Source: an optimization exercise on an open RTL-to-GDS flow (aim: small area, a short achievable clock period and few clock cycles per item). Production flows keep margins and buffers that such runs may drop.
In this exercise RTL edits were held to simulation tests only and were not proved equivalent to the original.

[flow/design.v]
module md_ctrl (
   input  logic        Clk,
   input  logic        Reset,
   input  logic        Start,
   input  logic [2:0]  Op,
   input  logic [31:0] A,
   input  logic [31:0] B,
   input  logic        Flush,
   output logic        Busy,
   output logic [31:0] HI,
   output logic [31:0] LO
);
   logic        r_busy;     
   logic        r_busy_o;   
   logic        r_ph;       
   logic        r_fix;      
   logic        r_div;      
   logic        r_uns;      
   logic [2:0]  r_cnt;      
   logic        r_qn;       
   logic        r_rn;       
   logic        r_y15;      
   logic [31:0] r_a;        
   logic [31:0] r_b;        
   logic [31:0] r_p;        
   logic [31:0] r_hi;
   logic [31:0] r_lo;
   logic        w_a16, w_b16, w_swap, w_mshort;
   always_comb begin
      w_a16    = (r_a[31:15] == 17'd0) | (~r_uns & (r_a[31:15] == '1));
      w_b16    = (r_b[31:15] == 17'd0) | (~r_uns & (r_b[31:15] == '1));
      w_swap   = ~r_ph & ~w_b16 & w_a16;
      w_mshort = w_a16 | w_b16;
   end
   logic [16:0] w_z;
   logic [31:0] w_mc;
   logic        w_msg;
   logic [33:0] w_m;
   logic [47:0] w_rows [8];
   logic [7:0]  w_neg;
   logic [47:0] w_acc;
   logic [47:0] w_ext;
   logic [47:0] w_sum;
   always_comb begin
      if (r_ph)
         w_z = {r_b[31:16], r_y15};
      else if (w_swap)
         w_z = {r_a[15:0], 1'b0};
      else
         w_z = {r_b[15:0], 1'b0};
      w_mc  = w_swap ? r_b : r_a;
      w_msg = ~r_uns & w_mc[31];
      w_m   = {w_msg, w_msg, w_mc};
      for (int j = 0; j < 8; j++) begin
         logic z0, z1, z2, one, two;
         logic [33:0] sel;
         z0  = w_z[2*j];
         z1  = w_z[2*j+1];
         z2  = w_z[2*j+2];
         w_neg[j] = z2 & ~(z1 & z0);
         one = z1 ^ z0;
         two = (z2 & ~z1 & ~z0) | (~z2 & z1 & z0);
         sel = ({34{one}} & w_m) | ({34{two}} & {w_m[32:0], 1'b0});
         sel = sel ^ {34{w_neg[j]}};
         w_rows[j] = 48'({~sel[33], sel[32:0]}) << (2*j);
      end
      for (int j = 0; j < 7; j++)
         w_rows[j+1][2*j] = w_neg[j];
      w_acc = 48'({~(r_ph & r_p[31]), r_p[30:0] & {31{r_ph}}});
      w_ext = (r_ph & r_uns & r_b[31]) ? {r_a, 16'd0} : 48'd0;
      w_ext[14] = w_neg[7];
   end
   logic c1, c2, c3, c4, c5, c6, c7, c8, c9, c10, c11, c12, c13, c14, c15, c16, c17, c18, c19, c20, c21, c22, c23, c24, c25, c26, c27, c28, c29, c30, c31, c32, c33, c34, c35, c36, c37, c38, c39, c40, c41, c42, c43, c44, c45, c46, c47, c48, c49, c50, c51, c52, c53, c54, c55, c56, c57, c58, c59, c60, c61, c62, c63, c64, c65, c66, c67, c68, c69, c70, c71, c72, c73, c74, c75, c76, c77, c78, c79, c80, c81, c82, c83, c84, c85, c86, c87, c88, c89, c90, c91, c92, c93, c94, c95, c96, c97, c98, c99, c100, c101, c102, c103, c104, c105, c106, c107, c108, c109, c110, c111, c112, c113, c114, c115, c116, c117, c118, c119, c120, c121, c122, c123, c124, c125, c126, c127, c128, c129, c130, c131, c132, c133, c134, c135, c136, c137, c138, c139, c140, c141, c142, c143, c144, c145, c146, c147, c148, c149, c150, c151, c152, c153, c154, c155, c156, c157, c158, c159, c160, c161, c162, c163, c164, c165, c166, c167, c168, c169, c170, c171, c172, c173, c174, c175, c176, c177, c178, c179, c180, c181, c182, c183, c184, c185, c186, c187, c188, c189, c190, c191, c192, c193, c194, c195, c196, c197, c198, c199, c200, c201, c202, c203, c204, c205, c206, c207, c208, c209, c210, c211, c212, c213, c214, c215, c216, c217, c218, c219, c220, c221, c222, c223, c224, c225, c226, c227, c228, c229, c230, c231, c232, c233, c234, c235, c236, c237, c238, c239, c240, c241, c242, c243, c244, c245, c246, c247, c248, c249, c250, c251, c252, c253, c254, c255, c256, c257, c258, c259, c260, c261, c262, c263, c264, c265, c266, c267, c268, c269, c270, c271, c272, c273, c274, c275, c276, c277, c278, c279, c280, c281, c282, c283, c284, c285, c286, c287, c288, c289, c290, c291, c292, c293, c294, c295, c296, c297, c298, c299, c300, c301, c302, c303, c304, c305, c306, c307, c308, c309, c310, c311, c312, c313, c314, c315, c316, c317, c318, c319, c320, c321, c322, c323, c324, c325, c326, c327, c328, c329, c330, c331, c332, c333, c334, c335, c336, c337, c338, c339, c340, c341, c342, c343, c344, c345, c346, c347, c348, c349, c350, c351, c352, c353, c354, c355, c356, c357, c358, c359, c360, c361, c362, c363, c364, c365, c366, c367, c368, c369, c370, c371, c372, c373, c374, c375, c376, c377, c378, c379, c380, c381, c382, c383, c384, c385, c386, c387, c388, c389, c390, c391, c392, c393, c394, c395, c396, c397, c398, c399, c400, c401, c402, c403, c404, c405, c406, c407, c408, c409, c410, c411, c412, c413, c414, c415, c416, c417, c418, c419, c420, c421, c422, c423, c424, c425, c426, c427, c428, c429, c430, c431, c432, c433, c434, c435, c436, c437, c438, c439, c440, c441, c442, c443, c444, c445, c446, c447, c448, c449, c450, c451, c452, c453, c454, c455, c456, c457, c458, c459, c460, c461, c462, c463, c464, c465, c466, c467, c468, c469, c470, c471, c472, c473, c474, c475, c476, c477, c478, c479, c480, c481, c482, c483, c484, c485, c486, c487, c488, c489, c490, c491, c492, c493, c494, c495, c496, c497, c498, c499, c500, c501, c502, c503, c504, c505, c506, c507, c508, c509, c510, c511, c512, c513, c514, c515, c516, c517, c518, c519, c520, c521, c522, c523, c524, c525, c526, c527, c528, c529, c530, c531, c532, c533, c534, c535, c536, c537, c538, c539, c540, c541, c542, c543, c544, c545, c546, c547, c548, c549, c550, c551, c552, c553, c554, c555, c556, c557, c558, c559, c560, c561, c562;
   logic [47:0] w_ta, w_tb;
   md_ha u_c1 (.a(w_rows[0][14]), .b(w_rows[1][14]), .s(c1), .co(c2));
   md_ha u_c3 (.a(w_rows[0][15]), .b(w_rows[1][15]), .s(c3), .co(c4));
   md_fa u_c5 (.a(w_rows[0][16]), .b(w_rows[1][16]), .c(w_rows[2][16]), .s(c5), .co(c6));
   md_fa u_c7 (.a(w_rows[0][17]), .b(w_rows[1][17]), .c(w_rows[2][17]), .s(c7), .co(c8));
   md_fa u_c9 (.a(w_rows[0][18]), .b(w_rows[1][18]), .c(w_rows[2][18]), .s(c9), .co(c10));
   md_fa u_c11 (.a(w_rows[0][19]), .b(w_rows[1][19]), .c(w_rows[2][19]), .s(c11), .co(c12));
   md_fa u_c13 (.a(w_rows[0][20]), .b(w_rows[1][20]), .c(w_rows[2][20]), .s(c13), .co(c14));
   md_fa u_c15 (.a(w_rows[0][21]), .b(w_rows[1][21]), .c(w_rows[2][21]), .s(c15), .co(c16));
   md_fa u_c17 (.a(w_rows[0][22]), .b(w_rows[1][22]), .c(w_rows[2][22]), .s(c17), .co(c18));
   md_fa u_c19 (.a(w_rows[0][23]), .b(w_rows[1][23]), .c(w_rows[2][23]), .s(c19), .co(c20));
   md_fa u_c21 (.a(w_rows[0][24]), .b(w_rows[1][24]), .c(w_rows[2][24]), .s(c21), .co(c22));
   md_fa u_c23 (.a(w_rows[0][25]), .b(w_rows[1][25]), .c(w_rows[2][25]), .s(c23), .co(c24));
   md_fa u_c25 (.a(w_rows[0][26]), .b(w_rows[1][26]), .c(w_rows[2][26]), .s(c25), .co(c26));
   md_fa u_c27 (.a(w_rows[0][27]), .b(w_rows[1][27]), .c(w_rows[2][27]), .s(c27), .co(c28));
   md_fa u_c29 (.a(w_rows[0][28]), .b(w_rows[1][28]), .c(w_rows[2][28]), .s(c29), .co(c30));
   md_fa u_c31 (.a(w_rows[0][29]), .b(w_rows[1][29]), .c(w_rows[2][29]), .s(c31), .co(c32));
   md_fa u_c33 (.a(w_rows[0][30]), .b(w_rows[1][30]), .c(w_rows[2][30]), .s(c33), .co(c34));
   md_fa u_c35 (.a(w_rows[0][31]), .b(w_rows[1][31]), .c(w_rows[2][31]), .s(c35), .co(c36));
   md_ha u_c37 (.a(w_rows[3][31]), .b(w_rows[4][31]), .s(c37), .co(c38));
   md_fa u_c39 (.a(w_rows[0][32]), .b(w_rows[1][32]), .c(w_rows[2][32]), .s(c39), .co(c40));
   md_ha u_c41 (.a(w_rows[3][32]), .b(w_rows[4][32]), .s(c41), .co(c42));
   md_fa u_c43 (.a(w_rows[0][33]), .b(w_rows[1][33]), .c(w_rows[2][33]), .s(c43), .co(c44));
   md_ha u_c45 (.a(w_rows[1][34]), .b(w_rows[2][34]), .s(c45), .co(c46));
   md_ha u_c47 (.a(w_rows[0][8]), .b(w_rows[1][8]), .s(c47), .co(c48));
   md_ha u_c49 (.a(w_rows[0][9]), .b(w_rows[1][9]), .s(c49), .co(c50));
   md_fa u_c51 (.a(w_rows[0][10]), .b(w_rows[1][10]), .c(w_rows[2][10]), .s(c51), .co(c52));
   md_ha u_c53 (.a(w_rows[3][10]), .b(w_rows[4][10]), .s(c53), .co(c54));
   md_fa u_c55 (.a(w_rows[0][11]), .b(w_rows[1][11]), .c(w_rows[2][11]), .s(c55), .co(c56));
   md_ha u_c57 (.a(w_rows[3][11]), .b(w_rows[4][11]), .s(c57), .co(c58));
   md_fa u_c59 (.a(w_rows[0][12]), .b(w_rows[1][12]), .c(w_rows[2][12]), .s(c59), .co(c60));
   md_fa u_c61 (.a(w_rows[3][12]), .b(w_rows[4][12]), .c(w_rows[5][12]), .s(c61), .co(c62));
   md_ha u_c63 (.a(w_rows[6][12]), .b(w_rows[7][12]), .s(c63), .co(c64));
   md_fa u_c65 (.a(w_rows[0][13]), .b(w_rows[1][13]), .c(w_rows[2][13]), .s(c65), .co(c66));
   md_fa u_c67 (.a(w_rows[3][13]), .b(w_rows[4][13]), .c(w_rows[5][13]), .s(c67), .co(c68));
   md_ha u_c69 (.a(w_rows[6][13]), .b(w_acc[13]), .s(c69), .co(c70));
   md_fa u_c71 (.a(c1), .b(w_rows[2][14]), .c(w_rows[3][14]), .s(c71), .co(c72));
   md_fa u_c73 (.a(w_rows[4][14]), .b(w_rows[5][14]), .c(w_rows[6][14]), .s(c73), .co(c74));
   md_fa u_c75 (.a(w_rows[7][14]), .b(w_acc[14]), .c(w_ext[14]), .s(c75), .co(c76));
   md_fa u_c77 (.a(c3), .b(w_rows[2][15]), .c(w_rows[3][15]), .s(c77), .co(c78));
   md_fa u_c79 (.a(w_rows[4][15]), .b(w_rows[5][15]), .c(w_rows[6][15]), .s(c79), .co(c80));
   md_fa u_c81 (.a(w_rows[7][15]), .b(w_acc[15]), .c(c2), .s(c81), .co(c82));
   md_fa u_c83 (.a(c5), .b(w_rows[3][16]), .c(w_rows[4][16]), .s(c83), .co(c84));
   md_fa u_c85 (.a(w_rows[5][16]), .b(w_rows[6][16]), .c(w_rows[7][16]), .s(c85), .co(c86));
   md_fa u_c87 (.a(w_acc[16]), .b(w_ext[16]), .c(c4), .s(c87), .co(c88));
   md_fa u_c89 (.a(c7), .b(w_rows[3][17]), .c(w_rows[4][17]), .s(c89), .co(c90));
   md_fa u_c91 (.a(w_rows[5][17]), .b(w_rows[6][17]), .c(w_rows[7][17]), .s(c91), .co(c92));
   md_fa u_c93 (.a(w_acc[17]), .b(w_ext[17]), .c(c6), .s(c93), .co(c94));
   md_fa u_c95 (.a(c9), .b(w_rows[3][18]), .c(w_rows[4][18]), .s(c95), .co(c96));
   md_fa u_c97 (.a(w_rows[5][18]), .b(w_rows[6][18]), .c(w_rows[7][18]), .s(c97), .co(c98));
   md_fa u_c99 (.a(w_acc[18]), .b(w_ext[18]), .c(c8), .s(c99), .co(c100));
   md_fa u_c101 (.a(c11), .b(w_rows[3][19]), .c(w_rows[4][19]), .s(c101), .co(c102));
   md_fa u_c103 (.a(w_rows[5][19]), .b(w_rows[6][19]), .c(w_rows[7][19]), .s(c103), .co(c104));
   md_fa u_c105 (.a(w_acc[19]), .b(w_ext[19]), .c(c10), .s(c105), .co(c106));
   md_fa u_c107 (.a(c13), .b(w_rows[3][20]), .c(w_rows[4][20]), .s(c107), .co(c108));
   md_fa u_c109 (.a(w_rows[5][20]), .b(w_rows[6][20]), .c(w_rows[7][20]), .s(c109), .co(c110));
   md_fa u_c111 (.a(w_acc[20]), .b(w_ext[20]), .c(c12), .s(c111), .co(c112));
   md_fa u_c113 (.a(c15), .b(w_rows[3][21]), .c(w_rows[4][21]), .s(c113), .co(c114));
   md_fa u_c115 (.a(w_rows[5][21]), .b(w_rows[6][21]), .c(w_rows[7][21]), .s(c115), .co(c116));
   md_fa u_c117 (.a(w_acc[21]), .b(w_ext[21]), .c(c14), .s(c117), .co(c118));
   md_fa u_c119 (.a(c17), .b(w_rows[3][22]), .c(w_rows[4][22]), .s(c119), .co(c120));
   md_fa u_c121 (.a(w_rows[5][22]), .b(w_rows[6][22]), .c(w_rows[7][22]), .s(c121), .co(c122));
   md_fa u_c123 (.a(w_acc[22]), .b(w_ext[22]), .c(c16), .s(c123), .co(c124));
   md_fa u_c125 (.a(c19), .b(w_rows[3][23]), .c(w_rows[4][23]), .s(c125), .co(c126));
   md_fa u_c127 (.a(w_rows[5][23]), .b(w_rows[6][23]), .c(w_rows[7][23]), .s(c127), .co(c128));
   md_fa u_c129 (.a(w_acc[23]), .b(w_ext[23]), .c(c18), .s(c129), .co(c130));
   md_fa u_c131 (.a(c21), .b(w_rows[3][24]), .c(w_rows[4][24]), .s(c131), .co(c132));
   md_fa u_c133 (.a(w_rows[5][24]), .b(w_rows[6][24]), .c(w_rows[7][24]), .s(c133), .co(c134));
   md_fa u_c135 (.a(w_acc[24]), .b(w_ext[24]), .c(c20), .s(c135), .co(c136));
   md_fa u_c137 (.a(c23), .b(w_rows[3][25]), .c(w_rows[4][25]), .s(c137), .co(c138));
   md_fa u_c139 (.a(w_rows[5][25]), .b(w_rows[6][25]), .c(w_rows[7][25]), .s(c139), .co(c140));
   md_fa u_c141 (.a(w_acc[25]), .b(w_ext[25]), .c(c22), .s(c141), .co(c142));
   md_fa u_c143 (.a(c25), .b(w_rows[3][26]), .c(w_rows[4][26]), .s(c143), .co(c144));
   md_fa u_c145 (.a(w_rows[5][26]), .b(w_rows[6][26]), .c(w_rows[7][26]), .s(c145), .co(c146));
   md_fa u_c147 (.a(w_acc[26]), .b(w_ext[26]), .c(c24), .s(c147), .co(c148));
   md_fa u_c149 (.a(c27), .b(w_rows[3][27]), .c(w_rows[4][27]), .s(c149), .co(c150));
   md_fa u_c151 (.a(w_rows[5][27]), .b(w_rows[6][27]), .c(w_rows[7][27]), .s(c151), .co(c152));
   md_fa u_c153 (.a(w_acc[27]), .b(w_ext[27]), .c(c26), .s(c153), .co(c154));
   md_fa u_c155 (.a(c29), .b(w_rows[3][28]), .c(w_rows[4][28]), .s(c155), .co(c156));
   md_fa u_c157 (.a(w_rows[5][28]), .b(w_rows[6][28]), .c(w_rows[7][28]), .s(c157), .co(c158));
   md_fa u_c159 (.a(w_acc[28]), .b(w_ext[28]), .c(c28), .s(c159), .co(c160));
   md_fa u_c161 (.a(c31), .b(w_rows[3][29]), .c(w_rows[4][29]), .s(c161), .co(c162));
   md_fa u_c163 (.a(w_rows[5][29]), .b(w_rows[6][29]), .c(w_rows[7][29]), .s(c163), .co(c164));
   md_fa u_c165 (.a(w_acc[29]), .b(w_ext[29]), .c(c30), .s(c165), .co(c166));
   md_fa u_c167 (.a(c33), .b(w_rows[3][30]), .c(w_rows[4][30]), .s(c167), .co(c168));
   md_fa u_c169 (.a(w_rows[5][30]), .b(w_rows[6][30]), .c(w_rows[7][30]), .s(c169), .co(c170));
   md_fa u_c171 (.a(w_acc[30]), .b(w_ext[30]), .c(c32), .s(c171), .co(c172));
   md_fa u_c173 (.a(c35), .b(c37), .c(w_rows[5][31]), .s(c173), .co(c174));
   md_fa u_c175 (.a(w_rows[6][31]), .b(w_rows[7][31]), .c(w_acc[31]), .s(c175), .co(c176));
   md_fa u_c179 (.a(c39), .b(c41), .c(w_rows[5][32]), .s(c179), .co(c180));
   md_fa u_c181 (.a(w_rows[6][32]), .b(w_rows[7][32]), .c(w_ext[32]), .s(c181), .co(c182));
   md_fa u_c185 (.a(c43), .b(w_rows[3][33]), .c(w_rows[4][33]), .s(c185), .co(c186));
   md_fa u_c187 (.a(w_rows[5][33]), .b(w_rows[6][33]), .c(w_rows[7][33]), .s(c187), .co(c188));
   md_fa u_c189 (.a(w_ext[33]), .b(c40), .c(c42), .s(c189), .co(c190));
   md_fa u_c191 (.a(c45), .b(w_rows[3][34]), .c(w_rows[4][34]), .s(c191), .co(c192));
   md_fa u_c193 (.a(w_rows[5][34]), .b(w_rows[6][34]), .c(w_rows[7][34]), .s(c193), .co(c194));
   md_fa u_c197 (.a(w_rows[1][35]), .b(w_rows[2][35]), .c(w_rows[3][35]), .s(c197), .co(c198));
   md_fa u_c199 (.a(w_rows[4][35]), .b(w_rows[5][35]), .c(w_rows[6][35]), .s(c199), .co(c200));
   md_fa u_c201 (.a(w_rows[7][35]), .b(w_ext[35]), .c(c46), .s(c201), .co(c202));
   md_fa u_c203 (.a(w_rows[2][36]), .b(w_rows[3][36]), .c(w_rows[4][36]), .s(c203), .co(c204));
   md_fa u_c205 (.a(w_rows[5][36]), .b(w_rows[6][36]), .c(w_rows[7][36]), .s(c205), .co(c206));
   md_fa u_c209 (.a(w_rows[2][37]), .b(w_rows[3][37]), .c(w_rows[4][37]), .s(c209), .co(c210));
   md_fa u_c211 (.a(w_rows[5][37]), .b(w_rows[6][37]), .c(w_rows[7][37]), .s(c211), .co(c212));
   md_fa u_c213 (.a(w_rows[3][38]), .b(w_rows[4][38]), .c(w_rows[5][38]), .s(c213), .co(c214));
   md_ha u_c215 (.a(w_rows[6][38]), .b(w_rows[7][38]), .s(c215), .co(c216));
   md_fa u_c217 (.a(w_rows[3][39]), .b(w_rows[4][39]), .c(w_rows[5][39]), .s(c217), .co(c218));
   md_ha u_c219 (.a(w_rows[4][40]), .b(w_rows[5][40]), .s(c219), .co(c220));
   md_ha u_c221 (.a(w_rows[0][4]), .b(w_rows[1][4]), .s(c221), .co(c222));
   md_ha u_c223 (.a(w_rows[0][5]), .b(w_rows[1][5]), .s(c223), .co(c224));
   md_fa u_c225 (.a(w_rows[0][6]), .b(w_rows[1][6]), .c(w_rows[2][6]), .s(c225), .co(c226));
   md_ha u_c227 (.a(w_rows[3][6]), .b(w_rows[4][6]), .s(c227), .co(c228));
   md_fa u_c229 (.a(w_rows[0][7]), .b(w_rows[1][7]), .c(w_rows[2][7]), .s(c229), .co(c230));
   md_ha u_c231 (.a(w_rows[3][7]), .b(w_acc[7]), .s(c231), .co(c232));
   md_fa u_c233 (.a(c47), .b(w_rows[2][8]), .c(w_rows[3][8]), .s(c233), .co(c234));
   md_fa u_c235 (.a(w_rows[4][8]), .b(w_rows[5][8]), .c(w_acc[8]), .s(c235), .co(c236));
   md_fa u_c237 (.a(c49), .b(w_rows[2][9]), .c(w_rows[3][9]), .s(c237), .co(c238));
   md_fa u_c239 (.a(w_rows[4][9]), .b(w_acc[9]), .c(c48), .s(c239), .co(c240));
   md_fa u_c241 (.a(c51), .b(c53), .c(w_rows[5][10]), .s(c241), .co(c242));
   md_fa u_c243 (.a(w_rows[6][10]), .b(w_acc[10]), .c(c50), .s(c243), .co(c244));
   md_fa u_c245 (.a(c55), .b(c57), .c(w_rows[5][11]), .s(c245), .co(c246));
   md_fa u_c247 (.a(w_acc[11]), .b(c52), .c(c54), .s(c247), .co(c248));
   md_fa u_c249 (.a(c59), .b(c61), .c(c63), .s(c249), .co(c250));
   md_fa u_c251 (.a(w_acc[12]), .b(c56), .c(c58), .s(c251), .co(c252));
   md_fa u_c253 (.a(c65), .b(c67), .c(c69), .s(c253), .co(c254));
   md_fa u_c255 (.a(c60), .b(c62), .c(c64), .s(c255), .co(c256));
   md_fa u_c257 (.a(c71), .b(c73), .c(c75), .s(c257), .co(c258));
   md_fa u_c259 (.a(c66), .b(c68), .c(c70), .s(c259), .co(c260));
   md_fa u_c261 (.a(c77), .b(c79), .c(c81), .s(c261), .co(c262));
   md_fa u_c263 (.a(c72), .b(c74), .c(c76), .s(c263), .co(c264));
   md_fa u_c265 (.a(c83), .b(c85), .c(c87), .s(c265), .co(c266));
   md_fa u_c267 (.a(c78), .b(c80), .c(c82), .s(c267), .co(c268));
   md_fa u_c269 (.a(c89), .b(c91), .c(c93), .s(c269), .co(c270));
   md_fa u_c271 (.a(c84), .b(c86), .c(c88), .s(c271), .co(c272));
   md_fa u_c273 (.a(c95), .b(c97), .c(c99), .s(c273), .co(c274));
   md_fa u_c275 (.a(c90), .b(c92), .c(c94), .s(c275), .co(c276));
   md_fa u_c277 (.a(c101), .b(c103), .c(c105), .s(c277), .co(c278));
   md_fa u_c279 (.a(c96), .b(c98), .c(c100), .s(c279), .co(c280));
   md_fa u_c281 (.a(c107), .b(c109), .c(c111), .s(c281), .co(c282));
   md_fa u_c283 (.a(c102), .b(c104), .c(c106), .s(c283), .co(c284));
   md_fa u_c285 (.a(c113), .b(c115), .c(c117), .s(c285), .co(c286));
   md_fa u_c287 (.a(c108), .b(c110), .c(c112), .s(c287), .co(c288));
   md_fa u_c289 (.a(c119), .b(c121), .c(c123), .s(c289), .co(c290));
   md_fa u_c291 (.a(c114), .b(c116), .c(c118), .s(c291), .co(c292));
   md_fa u_c293 (.a(c125), .b(c127), .c(c129), .s(c293), .co(c294));
   md_fa u_c295 (.a(c120), .b(c122), .c(c124), .s(c295), .co(c296));
   md_fa u_c297 (.a(c131), .b(c133), .c(c135), .s(c297), .co(c298));
   md_fa u_c299 (.a(c126), .b(c128), .c(c130), .s(c299), .co(c300));
   md_fa u_c301 (.a(c137), .b(c139), .c(c141), .s(c301), .co(c302));
   md_fa u_c303 (.a(c132), .b(c134), .c(c136), .s(c303), .co(c304));
   md_fa u_c305 (.a(c143), .b(c145), .c(c147), .s(c305), .co(c306));
   md_fa u_c307 (.a(c138), .b(c140), .c(c142), .s(c307), .co(c308));
   md_fa u_c309 (.a(c149), .b(c151), .c(c153), .s(c309), .co(c310));
   md_fa u_c311 (.a(c144), .b(c146), .c(c148), .s(c311), .co(c312));
   md_fa u_c313 (.a(c155), .b(c157), .c(c159), .s(c313), .co(c314));
   md_fa u_c315 (.a(c150), .b(c152), .c(c154), .s(c315), .co(c316));
   md_fa u_c317 (.a(c161), .b(c163), .c(c165), .s(c317), .co(c318));
   md_fa u_c319 (.a(c156), .b(c158), .c(c160), .s(c319), .co(c320));
   md_fa u_c321 (.a(c167), .b(c169), .c(c171), .s(c321), .co(c322));
   md_fa u_c323 (.a(c162), .b(c164), .c(c166), .s(c323), .co(c324));
   md_fa u_c325 (.a(c173), .b(c175), .c(c177), .s(c325), .co(c326));
   md_fa u_c327 (.a(c168), .b(c170), .c(c172), .s(c327), .co(c328));
   md_fa u_c329 (.a(c179), .b(c181), .c(c183), .s(c329), .co(c330));
   md_fa u_c331 (.a(c174), .b(c176), .c(c178), .s(c331), .co(c332));
   md_fa u_c333 (.a(c185), .b(c187), .c(c189), .s(c333), .co(c334));
   md_fa u_c335 (.a(c180), .b(c182), .c(c184), .s(c335), .co(c336));
   md_fa u_c337 (.a(c191), .b(c193), .c(c195), .s(c337), .co(c338));
   md_fa u_c339 (.a(c186), .b(c188), .c(c190), .s(c339), .co(c340));
   md_fa u_c341 (.a(c197), .b(c199), .c(c201), .s(c341), .co(c342));
   md_fa u_c343 (.a(c192), .b(c194), .c(c196), .s(c343), .co(c344));
   md_fa u_c345 (.a(c203), .b(c205), .c(c207), .s(c345), .co(c346));
   md_fa u_c347 (.a(c198), .b(c200), .c(c202), .s(c347), .co(c348));
   md_fa u_c349 (.a(c209), .b(c211), .c(w_ext[37]), .s(c349), .co(c350));
   md_fa u_c351 (.a(c204), .b(c206), .c(c208), .s(c351), .co(c352));
   md_fa u_c353 (.a(c213), .b(c215), .c(w_ext[38]), .s(c353), .co(c354));
   md_fa u_c357 (.a(c217), .b(w_rows[6][39]), .c(w_rows[7][39]), .s(c357), .co(c358));
   md_fa u_c359 (.a(w_ext[39]), .b(c214), .c(c216), .s(c359), .co(c360));
   md_fa u_c361 (.a(c219), .b(w_rows[6][40]), .c(w_rows[7][40]), .s(c361), .co(c362));
   md_fa u_c365 (.a(w_rows[4][41]), .b(w_rows[5][41]), .c(w_rows[6][41]), .s(c365), .co(c366));
   md_fa u_c367 (.a(w_rows[7][41]), .b(w_ext[41]), .c(c220), .s(c367), .co(c368));
   md_fa u_c369 (.a(w_rows[5][42]), .b(w_rows[6][42]), .c(w_rows[7][42]), .s(c369), .co(c370));
   md_fa u_c373 (.a(w_rows[5][43]), .b(w_rows[6][43]), .c(w_rows[7][43]), .s(c373), .co(c374));
   md_ha u_c375 (.a(w_rows[6][44]), .b(w_rows[7][44]), .s(c375), .co(c376));
   md_ha u_c377 (.a(w_rows[0][2]), .b(w_rows[1][2]), .s(c377), .co(c378));
   md_ha u_c379 (.a(w_rows[0][3]), .b(w_rows[1][3]), .s(c379), .co(c380));
   md_fa u_c381 (.a(c221), .b(w_rows[2][4]), .c(w_rows[3][4]), .s(c381), .co(c382));
   md_fa u_c383 (.a(c223), .b(w_rows[2][5]), .c(w_acc[5]), .s(c383), .co(c384));
   md_fa u_c385 (.a(c225), .b(c227), .c(w_acc[6]), .s(c385), .co(c386));
   md_fa u_c387 (.a(c229), .b(c231), .c(c226), .s(c387), .co(c388));
   md_fa u_c389 (.a(c233), .b(c235), .c(c230), .s(c389), .co(c390));
   md_fa u_c391 (.a(c237), .b(c239), .c(c234), .s(c391), .co(c392));
   md_fa u_c393 (.a(c241), .b(c243), .c(c238), .s(c393), .co(c394));
   md_fa u_c395 (.a(c245), .b(c247), .c(c242), .s(c395), .co(c396));
   md_fa u_c397 (.a(c249), .b(c251), .c(c246), .s(c397), .co(c398));
   md_fa u_c399 (.a(c253), .b(c255), .c(c250), .s(c399), .co(c400));
   md_fa u_c401 (.a(c257), .b(c259), .c(c254), .s(c401), .co(c402));
   md_fa u_c403 (.a(c261), .b(c263), .c(c258), .s(c403), .co(c404));
   md_fa u_c405 (.a(c265), .b(c267), .c(c262), .s(c405), .co(c406));
   md_fa u_c407 (.a(c269), .b(c271), .c(c266), .s(c407), .co(c408));
   md_fa u_c409 (.a(c273), .b(c275), .c(c270), .s(c409), .co(c410));
   md_fa u_c411 (.a(c277), .b(c279), .c(c274), .s(c411), .co(c412));
   md_fa u_c413 (.a(c281), .b(c283), .c(c278), .s(c413), .co(c414));
   md_fa u_c415 (.a(c285), .b(c287), .c(c282), .s(c415), .co(c416));
   md_fa u_c417 (.a(c289), .b(c291), .c(c286), .s(c417), .co(c418));
   md_fa u_c419 (.a(c293), .b(c295), .c(c290), .s(c419), .co(c420));
   md_fa u_c421 (.a(c297), .b(c299), .c(c294), .s(c421), .co(c422));
   md_fa u_c423 (.a(c301), .b(c303), .c(c298), .s(c423), .co(c424));
   md_fa u_c425 (.a(c305), .b(c307), .c(c302), .s(c425), .co(c426));
   md_fa u_c427 (.a(c309), .b(c311), .c(c306), .s(c427), .co(c428));
   md_fa u_c429 (.a(c313), .b(c315), .c(c310), .s(c429), .co(c430));
   md_fa u_c431 (.a(c317), .b(c319), .c(c314), .s(c431), .co(c432));
   md_fa u_c433 (.a(c321), .b(c323), .c(c318), .s(c433), .co(c434));
   md_fa u_c435 (.a(c325), .b(c327), .c(c322), .s(c435), .co(c436));
   md_fa u_c437 (.a(c329), .b(c331), .c(c326), .s(c437), .co(c438));
   md_fa u_c439 (.a(c333), .b(c335), .c(c330), .s(c439), .co(c440));
   md_fa u_c441 (.a(c337), .b(c339), .c(c334), .s(c441), .co(c442));
   md_fa u_c443 (.a(c341), .b(c343), .c(c338), .s(c443), .co(c444));
   md_fa u_c445 (.a(c345), .b(c347), .c(c342), .s(c445), .co(c446));
   md_fa u_c447 (.a(c349), .b(c351), .c(c346), .s(c447), .co(c448));
   md_fa u_c449 (.a(c353), .b(c355), .c(c350), .s(c449), .co(c450));
   md_fa u_c451 (.a(c357), .b(c359), .c(c354), .s(c451), .co(c452));
   md_fa u_c453 (.a(c361), .b(c363), .c(c358), .s(c453), .co(c454));
   md_fa u_c455 (.a(c365), .b(c367), .c(c362), .s(c455), .co(c456));
   md_fa u_c457 (.a(c369), .b(c371), .c(c366), .s(c457), .co(c458));
   md_fa u_c459 (.a(c373), .b(w_ext[43]), .c(c370), .s(c459), .co(c460));
   md_fa u_c461 (.a(c375), .b(w_ext[44]), .c(c374), .s(c461), .co(c462));
   md_fa u_c463 (.a(w_rows[6][45]), .b(w_rows[7][45]), .c(w_ext[45]), .s(c463), .co(c464));
   md_ha u_c465 (.a(w_rows[7][46]), .b(w_ext[46]), .s(c465), .co(c466));
   md_ha u_c467 (.a(w_rows[0][0]), .b(w_rows[1][0]), .s(c467), .co(c468));
   md_ha u_c469 (.a(w_rows[0][1]), .b(w_acc[1]), .s(c469), .co(c470));
   md_fa u_c471 (.a(c377), .b(w_rows[2][2]), .c(w_acc[2]), .s(c471), .co(c472));
   md_fa u_c473 (.a(c379), .b(w_acc[3]), .c(c378), .s(c473), .co(c474));
   md_fa u_c475 (.a(c381), .b(w_acc[4]), .c(c380), .s(c475), .co(c476));
   md_fa u_c477 (.a(c383), .b(c222), .c(c382), .s(c477), .co(c478));
   md_fa u_c479 (.a(c385), .b(c224), .c(c384), .s(c479), .co(c480));
   md_fa u_c481 (.a(c387), .b(c228), .c(c386), .s(c481), .co(c482));
   md_fa u_c483 (.a(c389), .b(c232), .c(c388), .s(c483), .co(c484));
   md_fa u_c485 (.a(c391), .b(c236), .c(c390), .s(c485), .co(c486));
   md_fa u_c487 (.a(c393), .b(c240), .c(c392), .s(c487), .co(c488));
   md_fa u_c489 (.a(c395), .b(c244), .c(c394), .s(c489), .co(c490));
   md_fa u_c491 (.a(c397), .b(c248), .c(c396), .s(c491), .co(c492));
   md_fa u_c493 (.a(c399), .b(c252), .c(c398), .s(c493), .co(c494));
   md_fa u_c495 (.a(c401), .b(c256), .c(c400), .s(c495), .co(c496));
   md_fa u_c497 (.a(c403), .b(c260), .c(c402), .s(c497), .co(c498));
   md_fa u_c499 (.a(c405), .b(c264), .c(c404), .s(c499), .co(c500));
   md_fa u_c501 (.a(c407), .b(c268), .c(c406), .s(c501), .co(c502));
   md_fa u_c503 (.a(c409), .b(c272), .c(c408), .s(c503), .co(c504));
   md_fa u_c505 (.a(c411), .b(c276), .c(c410), .s(c505), .co(c506));
   md_fa u_c507 (.a(c413), .b(c280), .c(c412), .s(c507), .co(c508));
   md_fa u_c509 (.a(c415), .b(c284), .c(c414), .s(c509), .co(c510));
   md_fa u_c511 (.a(c417), .b(c288), .c(c416), .s(c511), .co(c512));
   md_fa u_c513 (.a(c419), .b(c292), .c(c418), .s(c513), .co(c514));
   md_fa u_c515 (.a(c421), .b(c296), .c(c420), .s(c515), .co(c516));
   md_fa u_c517 (.a(c423), .b(c300), .c(c422), .s(c517), .co(c518));
   md_fa u_c519 (.a(c425), .b(c304), .c(c424), .s(c519), .co(c520));
   md_fa u_c521 (.a(c427), .b(c308), .c(c426), .s(c521), .co(c522));
   md_fa u_c523 (.a(c429), .b(c312), .c(c428), .s(c523), .co(c524));
   md_fa u_c525 (.a(c431), .b(c316), .c(c430), .s(c525), .co(c526));
   md_fa u_c527 (.a(c433), .b(c320), .c(c432), .s(c527), .co(c528));
   md_fa u_c529 (.a(c435), .b(c324), .c(c434), .s(c529), .co(c530));
   md_fa u_c531 (.a(c437), .b(c328), .c(c436), .s(c531), .co(c532));
   md_fa u_c533 (.a(c439), .b(c332), .c(c438), .s(c533), .co(c534));
   md_fa u_c535 (.a(c441), .b(c336), .c(c440), .s(c535), .co(c536));
   md_fa u_c537 (.a(c443), .b(c340), .c(c442), .s(c537), .co(c538));
   md_fa u_c539 (.a(c445), .b(c344), .c(c444), .s(c539), .co(c540));
   md_fa u_c541 (.a(c447), .b(c348), .c(c446), .s(c541), .co(c542));
   md_fa u_c543 (.a(c449), .b(c352), .c(c448), .s(c543), .co(c544));
   md_fa u_c545 (.a(c451), .b(c356), .c(c450), .s(c545), .co(c546));
   md_fa u_c547 (.a(c453), .b(c360), .c(c452), .s(c547), .co(c548));
   md_fa u_c549 (.a(c455), .b(c364), .c(c454), .s(c549), .co(c550));
   md_fa u_c551 (.a(c457), .b(c368), .c(c456), .s(c551), .co(c552));
   md_fa u_c553 (.a(c459), .b(c372), .c(c458), .s(c553), .co(c554));
   md_fa u_c557 (.a(c463), .b(c376), .c(c462), .s(c557), .co(c558));
   md_fa u_c561 (.a(w_rows[7][47]), .b(w_ext[47]), .c(c466), .s(c561), .co(c562));
   always_comb begin
      c177 = w_ext[31] ^ c34 ^ 1'b1;
      c178 = (w_ext[31] & c34) | (w_ext[31] & 1'b1) | (c34 & 1'b1);
      c183 = c36 ^ c38 ^ 1'b1;
      c184 = (c36 & c38) | (c36 & 1'b1) | (c38 & 1'b1);
      c195 = w_ext[34] ^ c44 ^ 1'b1;
      c196 = (w_ext[34] & c44) | (w_ext[34] & 1'b1) | (c44 & 1'b1);
      c207 = w_ext[36] ^ 1'b1;
      c208 = w_ext[36] & 1'b1;
      c355 = c210 ^ c212 ^ 1'b1;
      c356 = (c210 & c212) | (c210 & 1'b1) | (c212 & 1'b1);
      c363 = w_ext[40] ^ c218 ^ 1'b1;
      c364 = (w_ext[40] & c218) | (w_ext[40] & 1'b1) | (c218 & 1'b1);
      c371 = w_ext[42] ^ 1'b1;
      c372 = w_ext[42] & 1'b1;
      c555 = c461 ^ c460 ^ 1'b1;
      c556 = (c461 & c460) | (c461 & 1'b1) | (c460 & 1'b1);
      c559 = c465 ^ c464 ^ 1'b1;
      c560 = (c465 & c464) | (c465 & 1'b1) | (c464 & 1'b1);
      w_ta = {c561, c559, c557, c555, c553, c551, c549, c547, c545, c543, c541, c539, c537, c535, c533, c531, c529, c527, c525, c523, c521, c519, c517, c515, c513, c511, c509, c507, c505, c503, c501, c499, c497, c495, c493, c491, c489, c487, c485, c483, c481, c479, c477, c475, c473, c471, c469, c467};
      w_tb = {c560, c558, c556, c554, c552, c550, c548, c546, c544, c542, c540, c538, c536, c534, c532, c530, c528, c526, c524, c522, c520, c518, c516, c514, c512, c510, c508, c506, c504, c502, c500, c498, c496, c494, c492, c490, c488, c486, c484, c482, c480, c478, c476, c474, c472, c470, c468, w_acc[0]};
   end
   function automatic logic [47:0] bkadd(input logic [47:0] x,
                                         input logic [47:0] y);
      logic [47:0] p, g, pp, gg;
      p = x ^ y;
      g = x & y;
      gg = g;
      pp = p;
      for (int i = 1; i <= 6; i++)
         for (int j = (1 << i) - 1; j < 48; j += (1 << i)) begin
            gg[j] = gg[j] | (pp[j] & gg[j - (1 << (i-1))]);
            pp[j] = pp[j] & pp[j - (1 << (i-1))];
         end
      for (int i = 6; i > 0; i--)
         for (int j = (1 << i) + (1 << (i-1)) - 1; j < 48; j += (1 << i)) begin
            gg[j] = gg[j] | (pp[j] & gg[j - (1 << (i-1))]);
            pp[j] = pp[j] & pp[j - (1 << (i-1))];
         end
      bkadd = p ^ {gg[46:0], 1'b0};
   endfunction
   assign w_sum = bkadd(w_ta, w_tb);
   function automatic logic [31:0] cneg(input logic [31:0] x,
                                        input logic c);
      logic [31:0] t;
      logic        k;
      t = x ^ {32{c}};
      k = c;
      for (int i = 0; i < 32; i++) begin
         cneg[i] = t[i] ^ k;
         k = t[i] & k;
      end
   endfunction
   function automatic logic [5:0] bitlen(input logic [31:0] v);
      bitlen = 6'd0;
      for (int i = 0; i < 32; i++)
         if (v[i]) bitlen = 6'(i + 1);
   endfunction
   logic        w_an, w_bn;
   logic [31:0] w_ua, w_ub;
   logic [5:0]  w_la, w_lb;
   logic        w_bz;
   logic        w_short;    
   logic [5:0]  w_nq;       
   logic [2:0]  w_c;        
   logic [2:0]  w_sk;       
   logic [63:0] w_norm;
   always_comb begin
      w_an    = ~r_uns & r_a[31];
      w_bn    = ~r_uns & r_b[31];
      w_ua    = cneg(r_a, r_fix ? r_qn : w_an);
      w_ub    = cneg(r_b, r_fix ? r_rn : w_bn);
      w_la    = bitlen(w_ua);
      w_lb    = bitlen(w_ub);
      w_bz    = (r_b == 32'd0);
      w_short = (w_la < w_lb);
      w_nq    = w_la - w_lb + 6'd4;
      w_c     = w_nq[4:2];
      w_sk    = 3'd0 - w_nq[4:2];
      w_norm  = {32'd0, w_ua} << {w_sk, 2'b00};
   end
   function automatic logic [33:0] bksub(input logic [32:0] x,
                                         input logic [32:0] y);
      logic [32:0] p, g, pp, gg, c;
      p = x ^ ~y;
      g = x & ~y;
      gg = g;
      gg[0] = g[0] | p[0];    
      pp = p;
      for (int i = 1; i <= 6; i++)
         for (int j = (1 << i) - 1; j < 33; j += (1 << i)) begin
            gg[j] = gg[j] | (pp[j] & gg[j - (1 << (i-1))]);
            pp[j] = pp[j] & pp[j - (1 << (i-1))];
         end
      for (int i = 6; i > 0; i--)
         for (int j = (1 << i) + (1 << (i-1)) - 1; j < 33; j += (1 << i)) begin
            gg[j] = gg[j] | (pp[j] & gg[j - (1 << (i-1))]);
            pp[j] = pp[j] & pp[j - (1 << (i-1))];
         end
      c = {gg[31:0], 1'b1};
      bksub = {gg[32], p ^ c};
   endfunction
   logic [31:0] w_r [5];
   logic [31:0] w_q [5];
   always_comb begin
      w_r[0] = r_p;
      w_q[0] = r_a;
      for (int i = 0; i < 4; i++) begin
         logic [33:0] t;
         t = bksub({w_r[i], w_q[i][31]}, {1'b0, r_b});
         w_r[i+1] = t[33] ? t[31:0] : {w_r[i][30:0], w_q[i][31]};
         w_q[i+1] = {w_q[i][30:0], t[33]};
      end
   end
   logic w_done;
   logic w_issue;
   always_comb begin
      w_issue = Start & ~Flush & ~Op[2];
      if (Flush)
         w_done = 1'b1;
      else if (!r_div)
         w_done = r_ph | w_mshort;
      else if (r_fix)
         w_done = 1'b1;
      else if (!r_ph)
         w_done = w_bz | w_short;
      else
         w_done = (r_cnt == 3'd1) & ~r_qn & ~r_rn;
   end
   always_ff @(posedge Clk) begin
      if (!Reset) begin
         r_busy   <= 1'b0;
         r_busy_o <= 1'b0;
      end else begin
         r_busy   <= r_busy   ? ~w_done : w_issue;
         r_busy_o <= r_busy_o ? ~w_done : w_issue;
      end
   end
   always_ff @(posedge Clk) begin
      if (!Reset) begin
         r_hi <= 32'd0;
         r_lo <= 32'd0;
      end else if (!r_busy) begin
         if (Start && !Flush && Op == 3'd4) r_hi <= A;
         if (Start && !Flush && Op == 3'd5) r_lo <= A;
      end else if (!r_div) begin
         if (r_ph) begin
            r_hi <= w_sum[47:16];
            r_lo <= {w_sum[15:0], r_b[15:0]};
         end else if (w_mshort) begin
            r_hi <= {{16{w_sum[47]}}, w_sum[47:32]};
            r_lo <= w_sum[31:0];
         end
      end else if (r_fix) begin
         r_hi <= w_ub;
         r_lo <= w_ua;
      end else if (!r_ph) begin
         if (!w_bz && w_short) begin
            r_hi <= r_a;
            r_lo <= 32'd0;
         end
      end else if (r_cnt == 3'd1 && !r_qn && !r_rn) begin
         r_hi <= w_r[4];
         r_lo <= w_q[4];
      end
   end
   always_ff @(posedge Clk) begin
      if (!r_busy) begin
         r_ph  <= 1'b0;
         r_fix <= 1'b0;
         r_div <= Op[1];
         r_uns <= Op[0];
         r_a   <= A;
         r_b   <= B;
      end else begin
         r_ph <= 1'b1;
         if (!r_div) begin
            if (!r_ph) begin
               r_p        <= w_sum[47:16];
               r_b[15:0]  <= w_sum[15:0];
               r_y15      <= r_b[15];
            end
         end else if (!r_ph) begin
            r_qn  <= w_an ^ w_bn;
            r_rn  <= w_an;
            r_cnt <= w_c;
            r_p   <= w_norm[63:32];
            r_a   <= w_norm[31:0];
            r_b   <= w_ub;
         end else begin
            r_cnt <= r_cnt - 3'd1;
            r_p   <= w_r[4];
            r_a   <= w_q[4];
            if (r_cnt == 3'd1) begin
               r_fix <= 1'b1;
               r_b   <= w_r[4];
            end
         end
      end
   end
   assign Busy = r_busy_o;
   assign HI   = r_hi;
   assign LO   = r_lo;
endmodule
module md_fa (
   input  logic a,
   input  logic b,
   input  logic c,
   output logic s,
   output logic co
);
   assign s  = a ^ b ^ c;
   assign co = (a & b) | (a & c) | (b & c);
endmodule
module md_ha (
   input  logic a,
   input  logic b,
   output logic s,
   output logic co
);
   assign s  = a ^ b;
   assign co = a & b;
endmodule
[flow/flow/run.sh]
#!/bin/bash
# Standard layout, except that the port buffers are buf_2 cells rather than
# the default delay buffers, so the fixed input/output delays are not
# lengthened by the port buffers themselves.
set -euo pipefail
export BUFFER_PORTS_ARGS="-buffer_cell sky130_fd_sc_hd__buf_2"
bash standard.sh finish > standard_flow.log 2>&1
[flow/standard.sh]
#!/bin/bash
# synth_recipe.tcl (not shown) runs the flow's synth.tcl, then flattens the netlist and writes it again
# the make line also repeats each setting of config.mk as NAME=value (left out here)
make -C /OpenROAD-flow-scripts/flow DESIGN_CONFIG=/design/flow/config.mk WORK_HOME=/design/flow/orfs CLKGATE_MAP_FILE= SYNTH_SCRIPT=/design/flow/synth_recipe.tcl "${@:-finish}"
[flow/config.mk]
export PLATFORM = sky130hd
export DESIGN_NAME = md_ctrl
export DESIGN_NICKNAME = md_ctrl
export VERILOG_FILES = /design/flow/design.v
export SDC_FILE = /design/flow/constraint.sdc
export NUM_CORES = 4
export LEC_CHECK = 0
export ABC_AREA = 1
export CAP_MARGIN = 20
export CORE_MARGIN = 2
export CORE_UTILIZATION = 40
export SLEW_MARGIN = 60
export SYNTH_HIERARCHICAL = 1
[flow/constraint.sdc]
create_clock -name core_clock -period 80.0 [get_ports {Clk}]
set_input_delay 16.0000 -clock core_clock [delete_from_list [all_inputs] [get_ports {Clk}]]
set_output_delay 16.0000 -clock core_clock [all_outputs]
set_load 0.01 [all_outputs]
==> results of run 1 <==
-- through the flow --
| step | hold WS (ps) | util [%] | cell area (um2) | setup WS [ps] |
|---|---|---|---|---|
| 2_1_floorplan | 329.0 | - | 33410 | 62850 |
| 4_1_cts | 481.5 | 43.91 | 36170 | 62790 |
| 3_3_place_gp | 442.3 | 42.72 | 35190 | 61550 |
| 6_report | 479.1 | 44.12 | 36340 | 62770 |
| 5_1_grt | 507.1 | 44.10 | 36330 | 62460 |
| 3_5_place_dp | 468.2 | 43.19 | 35570 | 62290 |
-- worst max-delay path, stage by stage --
cell	delay, ps
buf_2	90
inv_1	60
nand2_1	80
nor3_1	130
a21oi_1	90
nor2_2	120
buf_4	340
nand3_4	380
nor2_1	210
nor2_1	60
-- Yosys cell counts (19+ instances only) --
master	number	area share, %
o21bai_1	20	0.45
dfxtp_1	68	4.1
nor2_1	228	2.6
a21oi_1	214	3.2
a21o_1	25	0.56
clkbuf_1	200	2.2
nand2_1	846	9.5
o22ai_1	265	5.0
fa_1	338	20
o211ai_1	67	1.5
ha_1	280	10
buf_2	52	0.78
nor4_1	25	0.47
buf_1	28	0.31
inv_1	420	4.7
nand3_1	131	2.0
xnor2_1	35	0.92
a21boi_0	25	0.56
edfxtp_1	104	9.3
o21ai_1	106	1.6
xor2_1	380	10
o221ai_1	19	0.50
nand4_1	43	0.81
o21ai_0	244	3.7
-- sequential cells by signal, summed over array words and instances, names as in the netlist, 3 cells and up --
signal and count:
r_a 32, r_b 32, r_cnt 3, r_hi 32, r_lo 32, r_p 32
-- final cells by class --
| class | count | area (um2) | share of cell area [%] |
|---|---|---|---|
| clock inverters | 14 | 171.4 | 0.4717 |
| inverters | 439 | 1660 | 4.569 |
| clock buffers | 17 | 425.4 | 1.171 |
| flip-flops and latches | 172 | 4488 | 12.35 |
| diodes | 5 | 12.51 | 0.03443 |
| repair buffers | 260 | 1719 | 4.731 |
| well taps | 1070 | 1339 | 3.684 |
| multi-input cells | 3460 | 26530 | 72.99 |
-- per-module statistics from Yosys (local to each module, per instance) --
module | cell area (um2) | cells inside
md_ctrl | 28140 | 4086
md_fa | 20.02 | 1
md_ha | 12.51 | 1
-- cell families (layout without fill, tap and decap cells) --
group,count (synthesis),in the layout,synth area share (%)
compound gates,1087,1087,19.65
flops,172,172,13.42
simple gates,1326,1326,16.38
other cells,0,5,0
xor+xnor,415,415,10.88
buf+inv,726,730,8.464
fa+ha+maj,618,618,30.74
mux,14,14,0.4607
-- routing by layer --
metal	track usage (%)	up-vias	routed length, um
li1	-	14750	-
met1	46.54	16260	59680
met2	54.23	2157	67460
met3	8.427	529	16910
met4	25.62	2	13280
met5	1.985	-	230
-- how the worst max path moves through the flow --
stage           from        to  slack (ps)  cells past startpoint
2_1_floorplan  Flush  r_lo[16]       62850                      8
3_3_place_gp   Flush   r_lo[0]       61550                     10
3_5_place_dp   Op[1]  r_hi[21]       62290                      8
4_1_cts        Op[1]  r_hi[21]       62790                      8
5_1_grt        Flush   r_hi[4]       62460                     10
6_report       Flush   r_lo[0]       62770                     10
-- placed cells by master (no fill, tap or decap), types with 20 or more instances in the layout --
master and instances:
nand2_1 840, xor2_1 371, nand3_1 129, o21ai_2 24, o21ai_0 233, a21boi_0 25, a21o_1 24, inv_1 405
o211ai_1 67, dfxtp_1 67, xnor2_1 35, o22ai_1 265, fa_1 335, ha_1 279, edfxtp_1 104, nand4_1 43
buf_2 135, buf_4 105, o21bai_1 20, o21ai_1 95, a21oi_1 208, nor2_1 216, nor4_1 24
==> metrics.cfg, run 1 <==
[setup_path]
setup.worst_path.class=primary input to flop
r2r_cells=74
r2r_start=r_b[4]
cp-end-kind=flop
start_kind=primary input
critPathRequiredTime_ps=80370
cp.arrival_ps=17600
rrSetupSlack_ps=63510
timing.rr.end=r_hi[31]
cp_max_fo=33

[clock_tree]
clock_sink_count=172
root_buffer=clkbuf_16
holdBufCountCts=0
clkTransAtPathRegs_ps=80
numCtsBuffers=17
insertion_delay_ps=480
h-tree-depth=4
cts_resized=0
max-clock-path-buffers=2
cts_tree=yes
post-cts-setup-buffers=0

[synth]
syn_area_um2=33410
synthArstFlopShare_pct=0
ys_seq_area_share_pct=13.42
ys_seq_elements=172
synthesis.nets=5047
synth-main-ff-cell=edfxtp_1
yosys_warnings=13
synth_edf_count=104
synth_cells=4358
synth.avg_cell_area_um2=7.666
synth_cell_types=56

[sta]
timing.final.crit_share_pct=21.54
final.setup.tns_ps=0
finalSetupViolations=0
layout_min_cycle_time_ps=17230
hold_violations=0
timing.slew.headroom_pct=52.32
rsz0062_at_grt=no
tightest_slew_ps=707.7
skew_ps=16.59
timing_max_transition_violations_final=0
fmax_mhz=58.04

[floorplanning]
die_area_um2=85850
chipHeight_um=293
ios=136
rows=105
core_area_um2=82370
die_x_um=293
start_util_pct=40.56

[worst_hold_path]
hp-class=flop to flop
hp-start=r_lo[17]
hold_end=r_lo[17]
holdPathStages=2

[place]
gp_congestion=1.077
port_buffers=135
dp_hpwl_um=120600
dp_cells=5397

[run]
maxCapViolations=0

[global_routing]
grt_first_pass_wirelength_um=226900
track_usage_pct=36.46
overflow=0
grt_max_degree=80
antenna_found_initial=7
grt_pass1_vias=31940

[cells_and_area]
fillers=8349
fin_cells=5437
num-nets-final=5039
drive_gt1_share_pct=10.22
syn2layout_area_growth_pct=8.779

[route]
postRouteAntennaNets=0
via_count=33700
detailedRoute.firstPassIterationCount=8
wl_per_cell_um=28.98
postRouteWirelength_um=157600
viasPerCell=6.198
drtIter0Drc=4709
drcViolationCount=0

[outcome]
outcome=no timing/DRC/antenna violations

Testbench counts, summed over its fixed seeds: cycles 13,576, items 4,800.
==> inputs of run 2 (changes only) <==
--- a/flow/config.mk
+++ b/flow/config.mk
@@ -8,6 +8,6 @@
 export ABC_AREA = 1
 export CAP_MARGIN = 20
 export CORE_MARGIN = 2
-export CORE_UTILIZATION = 40
+export CORE_UTILIZATION = 60
 export SLEW_MARGIN = 60
 export SYNTH_HIERARCHICAL = 1
==> metrics.cfg, run 2 <==
[synth]
ys_seq_elements=172  ; unchanged
synth_edf_count=104  ; unchanged
syn_area_um2=33410  ; unchanged
synth_cells=4358  ; unchanged
synthMuxAreaShare_pct=0.4607  ; unchanged
synth_top_family_by_area=adder cells
ys_seq_area_share_pct=13.42  ; unchanged
synth_compound_area_share_pct=19.65  ; unchanged
synthAdderAreaFrac_pct=30.74  ; unchanged
synth_cell_types=56  ; unchanged
synth-main-ff-cell=edfxtp_1
yosysTopAreaCell=fa_1
yosys.area_share.simple_pct=16.38  ; unchanged
synthesis.nets=5047  ; unchanged
synthArstFlopShare_pct=0  ; unchanged
synth_xor_xnor_area_share_pct=10.88  ; unchanged
yosys_warnings=13  ; unchanged
synth.top_cells.by_area=fa_1 (20%), ha_1 (10%), xor2_1 (10%)
synth_top_area_share_pct=20.25  ; unchanged
yosys.cell_count.top_type=nand2_1
synthTopCellsByCount=nand2_1 (846), inv_1 (420), xor2_1 (380), fa_1 (338), ha_1 (280)
synth.avg_cell_area_um2=7.666  ; unchanged

[clock_tree]
insertion_delay_ps=520  ; +40 ps
clkTransAtPathRegs_ps=80  ; about the same
holdBufCountCts=0  ; unchanged
post-cts-setup-buffers=0  ; unchanged
cts_tree=yes
clock_sink_count=172  ; unchanged
root_buffer=clkbuf_16
cts_resized=0  ; unchanged
max-clock-path-buffers=2  ; unchanged
h-tree-depth=4  ; unchanged
numCtsBuffers=17  ; unchanged

[floorplanning]
ios=136  ; unchanged
rows=86  ; -18%
chipHeight_um=240.0  ; -18%
start_util_pct=60.64  ; +20 points
die_x_um=240.0  ; -18%
die_area_um2=57580  ; -33%
core_area_um2=55090  ; -33%

[cells_and_area]
num-nets-final=5041  ; +0.040%
layout_commonest_cell=nand2_1
fillers=5061  ; -39%
drive_gt1_share_pct=10.29  ; +0.062 points
syn2layout_area_growth_pct=8.056
final_cell_mix=nand2_1 (842), inv_1 (407), xor2_1 (371)
postLayoutCoreUtil_pct=65.53  ; +21 points

[setup_path]
cp.arrival_ps=17550  ; -50 ps
start_kind=primary input
cp-end-kind=flop
max_stage_delay_ps=360  ; -20 ps
path_cells=buf_2 -> inv_1 -> nand2_1 -> nor3_1 -> a21oi_1 -> nor2_2 -> buf_4 -> nand3_4 -> nand2_1 -> a21boi_0
setup.worst_path.class=primary input to flop
cp_max_fo=33  ; unchanged
crit_top_cell=nand2_1
critPathRequiredTime_ps=80390  ; +20 ps
crit_slowest_cell=nand3_4

[route]
drtIter0Drc=5514  ; +17%
detailedRoute.firstPassIterationCount=13  ; +5
postRouteAntennaNets=0  ; unchanged
viasPerCell=6.794  ; +9.6%
drcViolationCount=0  ; unchanged
via_count=34830  ; +3.3%
wl_per_cell_um=29.99  ; +3.5%
postRouteWirelength_um=153800  ; -2.4%

[global_routing]
overflow=0  ; unchanged
grt_first_pass_wirelength_um=219500  ; -3.2%
antenna_found_initial=13  ; +6
grt_pass1_vias=32440  ; +1.6%
track_usage_pct=53.36  ; +17 points
grt_max_degree=67  ; -16%

[sta]
final.setup.tns_ps=0  ; unchanged
fmax_mhz=58.28  ; +0.42%
skew_ps=22.40  ; +5.802 ps
finalWorstSetupSlack_ps=62840  ; +72.50 ps
layout_min_cycle_time_ps=17160  ; -72.50 ps
finalSetupViolations=0  ; unchanged
hold_violations=0  ; unchanged
timing.slew.headroom_pct=53.76  ; +1.4 points
timing.final.crit_share_pct=21.45  ; -0.091 points
tightest_slew_ps=690.6  ; -17.11 ps
rsz0062_at_grt=no
timing_max_transition_violations_final=0  ; unchanged

[place]
dp_hpwl_um=114600  ; -5.0%
port_buffers=135  ; unchanged
gp_congestion=1.190  ; +10%
dp_slack_ps=62330  ; +35.30 ps

[worst_hold_path]
hp-class=flop to flop

[run]
maxCapViolations=0  ; unchanged

[outcome]
outcome=no timing/DRC/antenna violations

## run 2: cells by family (layout without fill, tap and decap cells)
logic type,Yosys count,count (layout)
AOI/OAI and AO/OA,1087,1087
xor gates and xnor gates,415,415
buffers and inverters,726,733
other,0,13
DFF,172,172
and+or+nand+nor,1326,1326
muxes,14,14
adders and majority gates,618,618
## run 2: worst paths after layout
path              slack (ps)  depth (start not counted)        to     start
setup / recovery       62840                         10   r_lo[6]     Flush
hold reg to reg          480                          2  r_lo[29]  r_lo[29]
setup reg to reg       64040                         69   r_hi[6]    r_b[4]
hold / removal           480                          2  r_lo[29]  r_lo[29]
## run 2: per-module statistics from Yosys (local to each module, per instance)
module	cells	flops+latches	times used	cell area, um2
md_ctrl	4086	172	1	28140
md_fa	1	0	249	20.02
md_ha	1	0	23	12.51
## run 2: metal layers
layer  part of all wire, %  vias up  global-route usage [%]
li1                      -    14750                       -
met1                    34    16410                   65.15
met2                    40     2841                   74.69
met3                    15      815                   21.25
met4                    10        6                   41.50
met5                 0.066        -                   1.212
## run 2: critical path, delay by kind of cell
| family | cells | cell delay (ps) |
|---|---|---|
| and+or+nand+nor | 5 | 850 |
| buffers and inverters | 3 | 490 |
| AOI/OAI and AO/OA | 2 | 190 |
## run 2: final cells by class
| cell class | instances | area [um2] | share of cell area (%) |
|---|---|---|---|
| inverters | 439 | 1664 | 4.610 |
| clock buffers | 17 | 425.4 | 1.178 |
| flip-flops and latches | 172 | 4488 | 12.43 |
| multi-input cells | 3460 | 26600 | 73.69 |
| clock inverters | 15 | 191.4 | 0.5303 |
| diodes | 13 | 32.53 | 0.09012 |
| repair buffers | 262 | 1760 | 4.877 |
| well taps | 748 | 935.9 | 2.593 |
## run 2: metrics by stage
stage                     std cells  cell area, um2  hold slack [ps]
final                          5126           36100            478.6
after global routing           5116           36070            505.8
after CTS                      5105           35880            480.8
after detailed placement       5073           35260            468.4
after global placement         5061           34780            460.7
after floorplan                4358           33410            329.0
==> inputs of run 3 (changes only) <==
--- a/flow/config.mk
+++ b/flow/config.mk
@@ -8,6 +8,6 @@
 export ABC_AREA = 1
 export CAP_MARGIN = 20
 export CORE_MARGIN = 2
-export CORE_UTILIZATION = 60
+export CORE_UTILIZATION = 50
 export SLEW_MARGIN = 60
 export SYNTH_HIERARCHICAL = 1
==> metrics.cfg, run 3 <==
[outcome]
outcome=no timing/DRC/antenna violations

[sta]
timing_max_transition_violations_final=0  ; unchanged
final.setup.tns_ps=0  ; unchanged
rsz0062_at_grt=no
hold_violations=0  ; unchanged
finalSetupViolations=0  ; unchanged
skew_ps=21.80  ; -0.5966 ps
timing.final.crit_share_pct=21.39  ; -0.053 points
fmax_mhz=58.43  ; +0.25%
whs_ps=466.3  ; -12.24 ps
tightest_slew_ps=683.4  ; -7.243 ps
layout_min_cycle_time_ps=17120  ; -42.70 ps
timing.slew.headroom_pct=53.96  ; +0.20 points

[route]
m1WireLength_um=60410  ; +14%
postRouteAntennaNets=0  ; unchanged
drtIter0Drc=4931  ; -11%
wl_per_cell_um=30.45  ; +1.5%
drcViolationCount=0  ; unchanged
top_layer_used=met5
viasPerCell=6.479  ; -4.6%
wl_met2_um=64970  ; +5.9%
detailedRoute.firstPassIterationCount=7  ; -6
postRouteWirelength_um=160100  ; +4.1%
via_count=34060  ; -2.2%
route.met3.wl_um=20140  ; -15%

[floorplanning]
die_area_um2=68900  ; +20%
core_area_um2=65980  ; +20%
chipHeight_um=262.5  ; +9.4%
start_util_pct=50.63  ; -10 points
rows=94  ; +9.3%
ios=136  ; unchanged
die_x_um=262.5  ; +9.4%

[synth]
synth_edf_count=104  ; unchanged
yosys.cell_count.top_type=nand2_1
yosys_warnings=13  ; unchanged
synth_xor_xnor_area_share_pct=10.88  ; unchanged
ys_seq_area_share_pct=13.42  ; unchanged
yosys.area_share.simple_pct=16.38  ; unchanged
yosysTopAreaCell=fa_1
synth_cell_types=56  ; unchanged
synthMuxAreaShare_pct=0.4607  ; unchanged
synthTopCellsByCount=nand2_1 (846), inv_1 (420), xor2_1 (380), fa_1 (338), ha_1 (280)
ys_seq_elements=172  ; unchanged
syn_area_um2=33410  ; unchanged
synth_top_family_by_area=adder cells
synthArstFlopShare_pct=0  ; unchanged
synthesis.nets=5047  ; unchanged
synth.top_cells.by_area=fa_1 (20%), ha_1 (10%), xor2_1 (10%)
synth_compound_area_share_pct=19.65  ; unchanged
synthAdderAreaFrac_pct=30.74  ; unchanged
synth_cells=4358  ; unchanged
synth_top_area_share_pct=20.25  ; unchanged
synth.avg_cell_area_um2=7.666  ; unchanged
synth-main-ff-cell=edfxtp_1

[clock_tree]
holdBufCountCts=0  ; unchanged
root_buffer=clkbuf_16
clock_sink_count=172  ; unchanged
max-clock-path-buffers=2  ; unchanged
numCtsBuffers=17  ; unchanged
clkTransAtPathRegs_ps=100  ; +20 ps
post-cts-setup-buffers=0  ; unchanged
h-tree-depth=4  ; unchanged
cts_tree=yes
cts_resized=0  ; unchanged
insertion_delay_ps=530  ; about the same

[cells_and_area]
num-nets-final=5059  ; +0.36%
fillers=6531  ; +29%
drive_gt1_share_pct=10.27  ; -0.019 points
layout_commonest_cell=nand2_1
syn2layout_area_growth_pct=8.516
final_cell_mix=nand2_1 (842), inv_1 (413), xor2_1 (374)

[setup_path]
cp.arrival_ps=1120  ; -16430 ps
start_kind=flop
timing.critical_path.buf_inv=1  ; -2
cp_max_fo=2  ; -94%
critPathRequiredTime_ps=64000  ; -16390 ps
path_cells=buf_2
max_stage_delay_ps=420  ; +60 ps
cp-end-kind=primary output
crit_slowest_cell=dfxtp_1
setup.worst_path.class=flop to primary output
path_delay_family=flip-flops

[place]
gp_congestion=1.134  ; -4.7%
port_buffers=135  ; unchanged
dp_hpwl_um=122300  ; +6.7%

[global_routing]
antenna_found_initial=7  ; -6
grt_first_pass_wirelength_um=230900  ; +5.2%
overflow=0  ; unchanged
track_usage_pct=46.48  ; -6.9 points
grt_pass1_vias=32050  ; -1.2%
grt_max_degree=68  ; +1.5%

[run]
maxCapViolations=0  ; unchanged

[worst_hold_path]
hp-class=flop to flop

## run 3: kinds of logic after synthesis
| kind of cell | after synthesis |
|---|---|
| and+or+nand+nor | 1326 |
| AOI/OAI and AO/OA | 1087 |
| buffers and inverters | 726 |
| adders and majority gates | 618 |
| xor gates and xnor gates | 415 |
| DFF | 172 |
| muxes | 14 |
## run 3: per-module statistics from Yosys (local to each module, per instance)
module / cells inside / copies in the design / flip-flops and latches
md_ha: 1 / 23 / 0
md_ctrl: 4086 / 1 / 172
md_fa: 1 / 249 / 0
## run 3: metrics by stage
stage               util, %  setup WS, ps  instance area, um2  cells
finish                54.95         62880               36250   5256
global route          54.91         62790               36230   5247
CTS                   54.65         62870               36060   5241
detailed placement    53.67         62450               35410   5209
global placement      53.09         62450               35030   5193
floorplan                 -         62850               33410   4358
## run 3: final timing paths
check / start / endpoint / slack (ps) / cells after the start
worst min register to register: r_busy_o / r_busy_o / 470 / 1
worst max-delay path: r_lo[2] / LO[2] / 62880 / 1
worst min-delay path: r_busy_o / r_busy_o / 470 / 1
worst max register to register: r_b[4] / r_hi[31] / 64400 / 72
## run 3: area by class of cell
type	count	area, um2	area share [%]
tap	864	1081	2.982
clock buffer	17	425.4	1.173
sequential	172	4488	12.38
multi-input combinational	3460	26490	73.06
clock inverter	15	220.2	0.6074
inverter	439	1660	4.580
timing repair buffer	280	1871	5.160
antenna	9	22.52	0.06212
## run 3: routing by layer
layer  GRT usage [%]  vias up
met5               0        -
met4           34.59        4
met3           13.20      573
met2           65.27     2420
met1           60.68    16270
li1                -    14790

## what the ideal ports hide
The results above use ideal ports. As a check the final layouts listed here were re-extracted and re-timed, cells and wires unchanged. Step 1 sets driving cells, clkbuf_16 on the clock port and buf_2 on the other inputs (assumed; they add their load-dependent delay and slew). Step 2, shift: input delay + t, output delay - t, t = (earliest + latest rising clock arrival at the registers) / 2. This alone moves slack from input paths to output paths. Three values: ideal, step 1, step 2; two values: the first two.
run | shift t [ns] | setup WS [ns] | worst hold slack (ns) | worst register clock-pin slew, ns | pins driven straight from the clock port
run 1 | 0.534 | 62.769 / 62.789 / 62.255 | 0.479 / 0.479 / 0.479 | 0.08 / 0.08 | 1
run 2 | 0.577 | 62.842 / 62.829 / 62.310 | 0.479 / 0.479 / 0.479 | 0.10 / 0.10 | 1
run 3 | 0.586 | 62.885 / 62.817 / 62.423 | 0.466 / 0.466 / 0.466 | 0.10 / 0.10 | 1
After both steps setup and hold are still met in every run listed. The setup slack of run 2, which loses most, moves by -0.013 ns with the drivers and by -0.532 ns with both steps.
